This is an optimization exercise on Yosys and OpenROAD, whose aim is small area, a short achievable clock period and few clock cycles, not a production implementation. Where RTL was checked, it was by simulation tests only, not by an equivalence proof against the original. Power and IR drop assume default switching activity.

==> module mem_subsystem, before the edit <==
module mem_subsystem (
    input  logic        clk_in,
    input  logic        rst_in,
    input  logic        rdy_in,
    input  logic [31:0] fetch_addr,
    output logic        fetch_hit,
    output logic [31:0] fetch_inst,
    input  logic        ld_valid,
    input  logic [31:0] ld_addr,
    input  logic [1:0]  ld_len,
    input  logic        ld_sext,
    input  logic [3:0]  ld_tag_in,
    output logic        ld_full,
    output logic        ld_done,
    output logic [31:0] ld_data,
    output logic [3:0]  ld_tag,
    input  logic        st_valid,
    input  logic [31:0] st_addr,
    input  logic [31:0] st_data,
    input  logic [1:0]  st_len,
    output logic        st_full,
    output logic        st_done,
    input  logic        io_buffer_full,
    input  logic [7:0]  mem_din,
    output logic [7:0]  mem_dout,
    output logic [31:0] mem_a,
    output logic        mem_wr
);
    logic        fm;
    logic        lm;
    logic        sm;
    logic [15:0] ra;
    logic [2:0]  rb;
    logic        dv;       
    logic [23:0] w;
    logic [1:0]  k;        
    logic [1:0]  last;     
    logic        sext_q;
    logic        st_done_q;
    logic        io_ok;    
    logic        hr;       
    logic        fetch_mode;
    logic        st_io;
    logic        ld_acc;
    logic        st_acc;
    logic        acc;
    logic        wide;
    logic        match;
    logic        cap;
    logic        restart;
    logic [17:0] port_a;
    logic [2:0]  rb_next;
    logic [31:0] raw;
    assign fetch_mode = fm;
    assign st_io = (st_addr[17:16] == 2'b11);
    assign ld_full = !fetch_mode;
    assign st_full = !fetch_mode || ld_valid || (st_io && !io_ok);
    assign ld_acc = fetch_mode && ld_valid;
    assign st_acc = fetch_mode && st_valid && !ld_valid && (io_ok || !st_io);
    assign acc = ld_acc || st_acc;
    assign wide = ld_valid ? (ld_len != 2'd0) : (st_len != 2'd0);
    assign match = (fetch_addr[17:2] == ra);
    assign cap = dv && match;
    assign fetch_hit = hr && match;
    assign fetch_inst = {mem_din, w};
    assign restart = !match || (rb[2] && !dv);
    assign port_a = ld_acc ? ld_addr[17:0] : st_acc ? st_addr[17:0] : {ra + {15'd0, rb[2]}, rb[1:0]};
    assign rb_next = {1'b0, port_a[1:0]} + 3'd1;
    assign mem_a = {14'd0, port_a};
    assign mem_wr = sm || st_acc;
    assign mem_dout = fetch_mode ? st_data[7:0] : w[7:0];
    assign st_done = st_done_q;
    assign ld_done = lm && (k == last);
    always_comb begin
        case (last)
            2'd0: raw = {{24{sext_q & mem_din[7]}}, mem_din};
            2'd1: raw = {{16{sext_q & mem_din[7]}}, mem_din, w[23:16]};
            default: raw = {mem_din, w};
        endcase
    end
    assign ld_data = raw;
    always_ff @(posedge clk_in) begin
        if (rdy_in) begin
            io_ok <= !io_buffer_full;
        end else if (rst_in) begin
            io_ok <= 1'b0;
        end
    end
    always_ff @(posedge clk_in) begin
        if (rst_in) begin
            fm <= 1'b1;
            lm <= 1'b0;
            sm <= 1'b0;
            dv <= 1'b0;
            hr <= 1'b0;
            st_done_q <= 1'b0;
            ra <= fetch_addr[17:2];
            rb <= 3'd0;
        end else if (rdy_in) begin
            st_done_q <= 1'b0;
            hr <= 1'b0;
            if (fm) begin
                    if (cap && !rb[2]) begin
                        w <= {mem_din, w[23:8]};
                    end
                    if (acc) begin
                        dv <= 1'b0;
                        k <= 2'd0;
                        if (ld_acc) begin
                            fm <= 1'b0;
                            lm <= 1'b1;
                            last <= ld_len;
                            sext_q <= ld_sext;
                            ld_tag <= ld_tag_in;
                        end else if (wide) begin
                            fm <= 1'b0;
                            sm <= 1'b1;
                            k <= 2'd1;
                            last <= st_len;
                            w <= st_data[31:8];
                        end else begin
                            st_done_q <= 1'b1;
                        end
                        if (wide) begin
                            ra <= port_a[17:2];
                            rb <= rb_next;
                        end else if (!match) begin
                            ra <= fetch_addr[17:2];
                            rb <= 3'd0;
                        end
                    end else if (restart) begin
                        ra <= fetch_addr[17:2];
                        rb <= 3'd0;
                        dv <= 1'b0;
                    end else begin
                        ra <= port_a[17:2];
                        rb <= rb_next;
                        dv <= 1'b1;
                        hr <= (port_a[1:0] == 2'd3);
                    end
            end else if (lm) begin
                    if (k == last) begin
                        lm <= 1'b0;
                        fm <= 1'b1;
                        if (restart) begin
                            ra <= fetch_addr[17:2];
                            rb <= 3'd0;
                            dv <= 1'b0;
                        end else begin
                            ra <= port_a[17:2];
                            rb <= rb_next;
                            dv <= 1'b1;
                            hr <= (port_a[1:0] == 2'd3);
                        end
                    end else begin
                        k <= k + 2'd1;
                        w <= {mem_din, w[23:8]};
                        if (k + 2'd1 == last) begin
                            ra <= fetch_addr[17:2];
                            rb <= 3'd0;
                        end else begin
                            ra <= port_a[17:2];
                            rb <= rb_next;
                        end
                    end
            end else begin
                    if (k == last) begin
                        sm <= 1'b0;
                        fm <= 1'b1;
                        st_done_q <= 1'b1;
                        ra <= fetch_addr[17:2];
                        rb <= 3'd0;
                        dv <= 1'b0;
                    end else begin
                        k <= k + 2'd1;
                        w <= {8'd0, w[23:8]};
                        ra <= port_a[17:2];
                        rb <= rb_next;
                    end
            end
        end
    end
endmodule
export LEC_CHECK = 0
export CAP_MARGIN = 20
export CORE_MARGIN = 2
export CORE_UTILIZATION = 30
export SETUP_SLACK_MARGIN = 3
export SLEW_MARGIN = 20
create_clock -name core_clock -period 7.0 [get_ports {clk_in}]
standard.sh (not shown) runs the stock make flow with config.mk's settings and CLKGATE_MAP_FILE= SYNTH_SCRIPT=/design/flow/synth_recipe.tcl, a recipe that flattens the netlist after the stock synthesis.
==> flow/flow/run.sh <==
#!/bin/bash
# Standard layout, with the port buffers made from the smallest buffer cell and
# a clock tree of small buffers without dummy loads.
export BUFFER_PORTS_ARGS="-buffer_cell sky130_fd_sc_hd__buf_1"
export CTS_ARGS="-sink_clustering_enable -repair_clock_nets -dont_use_dummy_load -buf_list {sky130_fd_sc_hd__clkbuf_4 sky130_fd_sc_hd__clkbuf_8}"
bash standard.sh > standard.log 2>&1
Testbench counts at the start, summed over its fixed seeds: cycles 24,615.
Change:
--- a/flow/design.v
+++ b/flow/design.v
@@ -156,7 +156,4 @@
                             ra <= port_a[17:2];
                             rb <= rb_next;
-                        end else if (!match) begin
-                            ra <= fetch_addr[17:2];
-                            rb <= 3'd0;
                         end
                     end else if (restart) begin
Count of clock-buffer cells in the layout stays the same.
Non-clock buffer count falls by 19.
Final cell count rises by a few percent.
Worst setup slack improves by 0.042 ns.
Utilization falls by 1.9 points.
Combinational power falls slightly.
Total power rises slightly.
Testbench counts after the change, summed over its fixed seeds: cycles 24,672.

* * *

Setup of v30:
mem_subsystem, a different RTL version from the one above (not shown whole).
Size in the first run: roughly 58 flip-flops, roughly 270 I/O pins, roughly 0.0045 mm² of cells after synthesis.
==> module mem_subsystem, before the edit <==
module mem_subsystem (
    input  logic        clk_in,
    input  logic        rst_in,
    input  logic        rdy_in,
    input  logic [31:0] fetch_addr,
    output logic        fetch_hit,
    output logic [31:0] fetch_inst,
    input  logic        ld_valid,
    input  logic [31:0] ld_addr,
    input  logic [1:0]  ld_len,
    input  logic        ld_sext,
    input  logic [3:0]  ld_tag_in,
    output logic        ld_full,
    output logic        ld_done,
    output logic [31:0] ld_data,
    output logic [3:0]  ld_tag,
    input  logic        st_valid,
    input  logic [31:0] st_addr,
    input  logic [31:0] st_data,
    input  logic [1:0]  st_len,
    output logic        st_full,
    output logic        st_done,
    input  logic        io_buffer_full,
    input  logic [7:0]  mem_din,
    output logic [7:0]  mem_dout,
    output logic [31:0] mem_a,
    output logic        mem_wr
);
    logic        fm;
    logic        lm;
    logic        sm;
    logic [15:0] ra;
    logic [2:0]  rb;
    logic        dv;       
    logic [23:0] w;
    logic [1:0]  k;        
    logic [1:0]  last;     
    logic        sext_q;
    logic        st_done_q;
    logic        io_ok;    
    logic        fetch_mode;
    logic        st_io;
    logic        ld_acc;
    logic        st_acc;
    logic        acc;
    logic        wide;
    logic        match;
    logic        cap;
    logic        restart;
    logic [17:0] port_a;
    logic [2:0]  rb_next;
    logic [31:0] raw;
    assign fetch_mode = fm;
    assign st_io = (st_addr[17:16] == 2'b11);
    assign ld_full = !fetch_mode;
    assign st_full = !fetch_mode || ld_valid || (st_io && !io_ok);
    assign ld_acc = fetch_mode && ld_valid;
    assign st_acc = fetch_mode && st_valid && !ld_valid && (io_ok || !st_io);
    assign acc = ld_acc || st_acc;
    assign wide = ld_valid ? (ld_len != 2'd0) : (st_len != 2'd0);
    assign match = (fetch_addr[17:2] == ra);
    assign cap = dv && match;
    assign fetch_hit = fm && cap && rb[2];
    assign fetch_inst = {mem_din, w};
    assign restart = !match || (rb[2] && !dv);
    assign port_a = ld_acc ? ld_addr[17:0] : st_acc ? st_addr[17:0] : {ra + {15'd0, rb[2]}, rb[1:0]};
    assign rb_next = {1'b0, port_a[1:0]} + 3'd1;
    assign mem_a = {14'd0, port_a};
    assign mem_wr = sm || st_acc;
    assign mem_dout = fetch_mode ? st_data[7:0] : w[7:0];
    assign st_done = st_done_q;
    assign ld_done = lm && (k == last);
    always_comb begin
        case (last)
            2'd0: raw = {{24{sext_q & mem_din[7]}}, mem_din};
            2'd1: raw = {{16{sext_q & mem_din[7]}}, mem_din, w[23:16]};
            default: raw = {mem_din, w};
        endcase
    end
    assign ld_data = raw;
    always_ff @(posedge clk_in) begin
        if (rdy_in) begin
            io_ok <= !io_buffer_full;
        end else if (rst_in) begin
            io_ok <= 1'b0;
        end
    end
    always_ff @(posedge clk_in) begin
        if (rst_in) begin
            fm <= 1'b1;
            lm <= 1'b0;
            sm <= 1'b0;
            dv <= 1'b0;
            st_done_q <= 1'b0;
            ra <= fetch_addr[17:2];
            rb <= 3'd0;
        end else if (rdy_in) begin
            st_done_q <= 1'b0;
            if (fm) begin
                    if (cap && !rb[2]) begin
                        w <= {mem_din, w[23:8]};
                    end
                    if (acc) begin
                        dv <= 1'b0;
                        k <= 2'd0;
                        if (ld_acc) begin
                            fm <= 1'b0;
                            lm <= 1'b1;
                            last <= ld_len;
                            sext_q <= ld_sext;
                            ld_tag <= ld_tag_in;
                        end else if (wide) begin
                            fm <= 1'b0;
                            sm <= 1'b1;
                            k <= 2'd1;
                            last <= st_len;
                            w <= st_data[31:8];
                        end else begin
                            st_done_q <= 1'b1;
                        end
                        if (wide) begin
                            ra <= port_a[17:2];
                            rb <= rb_next;
                        end else if (!match) begin
                            ra <= fetch_addr[17:2];
                            rb <= 3'd0;
                        end
                    end else if (restart) begin
                        ra <= fetch_addr[17:2];
                        rb <= 3'd0;
                        dv <= 1'b0;
                    end else begin
                        ra <= port_a[17:2];
                        rb <= rb_next;
                        dv <= 1'b1;
                    end
            end else if (lm) begin
                    if (k == last) begin
                        lm <= 1'b0;
                        fm <= 1'b1;
                        if (restart) begin
                            ra <= fetch_addr[17:2];
                            rb <= 3'd0;
                            dv <= 1'b0;
                        end else begin
                            ra <= port_a[17:2];
                            rb <= rb_next;
                            dv <= 1'b1;
                            end
                    end else begin
                        k <= k + 2'd1;
                        w <= {mem_din, w[23:8]};
                        if (k + 2'd1 == last) begin
                            ra <= fetch_addr[17:2];
                            rb <= 3'd0;
                        end else begin
                            ra <= port_a[17:2];
                            rb <= rb_next;
                        end
                    end
            end else begin
                    if (k == last) begin
                        sm <= 1'b0;
                        fm <= 1'b1;
                        st_done_q <= 1'b1;
                        ra <= fetch_addr[17:2];
                        rb <= 3'd0;
                        dv <= 1'b0;
                    end else begin
                        k <= k + 2'd1;
                        w <= {8'd0, w[23:8]};
                        ra <= port_a[17:2];
                        rb <= rb_next;
                    end
            end
        end
    end
endmodule
clock: 7.0 ns
lec_check: 0
cap_margin: 20
core_margin: 2
core_utilization: 40
setup_slack_margin: 3
slew_margin: 20
Scripts as last shown in full above: flow/flow/run.sh
Input changes introduced in v32 (baseline for comparison: v30):
diff --git a/flow/design.v b/flow/design.v
--- a/flow/design.v
+++ b/flow/design.v
@@ -66,12 +66,13 @@
     logic [23:0] w;
     logic [1:0]  k;        
     logic [1:0]  last;     
     logic        sext_q;
     logic        st_done_q;
     logic        io_ok;    
+    logic        hr;       
     logic        fetch_mode;
     logic        st_io;
     logic        ld_acc;
     logic        st_acc;
     logic        acc;
     logic        wide;
@@ -88,13 +89,13 @@
     assign ld_acc = fetch_mode && ld_valid;
     assign st_acc = fetch_mode && st_valid && !ld_valid && (io_ok || !st_io);
     assign acc = ld_acc || st_acc;
     assign wide = ld_valid ? (ld_len != 2'd0) : (st_len != 2'd0);
     assign match = (fetch_addr[17:2] == ra);
     assign cap = dv && match;
-    assign fetch_hit = fm && cap && rb[2];
+    assign fetch_hit = hr && match;
     assign fetch_inst = {mem_din, w};
     assign restart = !match || (rb[2] && !dv);
     assign port_a = ld_acc ? ld_addr[17:0] : st_acc ? st_addr[17:0] : {ra + {15'd0, rb[2]}, rb[1:0]};
     assign rb_next = {1'b0, port_a[1:0]} + 3'd1;
     assign mem_a = {14'd0, port_a};
     assign mem_wr = sm || st_acc;
@@ -119,17 +120,19 @@
     always_ff @(posedge clk_in) begin
         if (rst_in) begin
             fm <= 1'b1;
             lm <= 1'b0;
             sm <= 1'b0;
             dv <= 1'b0;
+            hr <= 1'b0;
             st_done_q <= 1'b0;
             ra <= fetch_addr[17:2];
             rb <= 3'd0;
         end else if (rdy_in) begin
             st_done_q <= 1'b0;
+            hr <= 1'b0;
             if (fm) begin
                     if (cap && !rb[2]) begin
                         w <= {mem_din, w[23:8]};
                     end
                     if (acc) begin
                         dv <= 1'b0;
@@ -161,12 +164,13 @@
                         rb <= 3'd0;
                         dv <= 1'b0;
                     end else begin
                         ra <= port_a[17:2];
                         rb <= rb_next;
                         dv <= 1'b1;
+                        hr <= (port_a[1:0] == 2'd3);
                     end
             end else if (lm) begin
                     if (k == last) begin
                         lm <= 1'b0;
                         fm <= 1'b1;
                         if (restart) begin
@@ -174,13 +178,14 @@
                             rb <= 3'd0;
                             dv <= 1'b0;
                         end else begin
                             ra <= port_a[17:2];
                             rb <= rb_next;
                             dv <= 1'b1;
-                            end
+                            hr <= (port_a[1:0] == 2'd3);
+                        end
                     end else begin
                         k <= k + 2'd1;
                         w <= {mem_din, w[23:8]};
                         if (k + 2'd1 == last) begin
                             ra <= fetch_addr[17:2];
                             rb <= 3'd0;
==> comparison <==
- Summary of v32 over v30: largest fanout on the critical path has increased, design area dropped 5.5%, flip-flop and latch count +1.
- Relative to v30, the net count reported at finish of v32 is lower by 45.
- v32 vs. v30: die outline width decreased by 1.4% relative to the old numbers; non-filler instance count after layout decreased by 5.3% relative to the old numbers; critical path depth decreased by 1 relative to the old numbers.
- Between v30 and v32, the final setup slack of the worst path does not differ in any meaningful way.
- Largest voltage drop on the vdd net: v32 vs v30 down about 4%
- Synthesized cell count, v30 and v32: higher on v30
- The number of buffers added to fix hold violations after cts of v30 and that of v32 are within noise of each other.
Testbench counts of v32, summed over its fixed seeds: cycles 24,615.
Function not checked in v30: the RTL went through the layout flow alone.

-- re-timing with driven ports --
In the flow no input, the clock included, has a driving cell. The finished layouts below were timed again as built, in two steps.
Step 1: set_driving_cell puts a clkbuf_16 on clk_in and a buf_2 on each other input, an assumption about the parent block.
Step 2, shift: input delay + t, output delay - t, t = (earliest + latest rising clock arrival at the registers) / 2. This alone moves slack from input paths to output paths.
Slacks: no drivers / after step 1 / after step 2; pairs: no drivers / after step 1.
| run | t (ns) | slack for setup (ns) | hold slack, ns | worst setup path after step 2 | worst register clock-pin slew, ns |
|---|---|---|---|---|---|
| the first run of note 1 | 0.380 | 2.989 / 2.952 / 2.709 | 0.459 / 0.459 / 0.459 | input to register | 0.06 / 0.06 |
| the second run of note 1 | 0.382 | 3.031 / 2.991 / 2.969 | 0.460 / 0.460 / 0.460 | input to register | 0.07 / 0.07 |
| v30 | 0.363 | 2.984 / 2.952 / 2.829 | 0.469 / 0.469 / 0.469 | input to register | 0.07 / 0.07 |
| v32 | 0.364 | 2.984 / 2.948 / 2.910 | 0.459 / 0.459 / 0.459 | input to register | 0.09 / 0.09 |
After both steps every run listed still meets setup and hold. The setup slack of the first run of note 1, which loses most, moves by -0.037 ns with the drivers and by -0.280 ns with both steps.
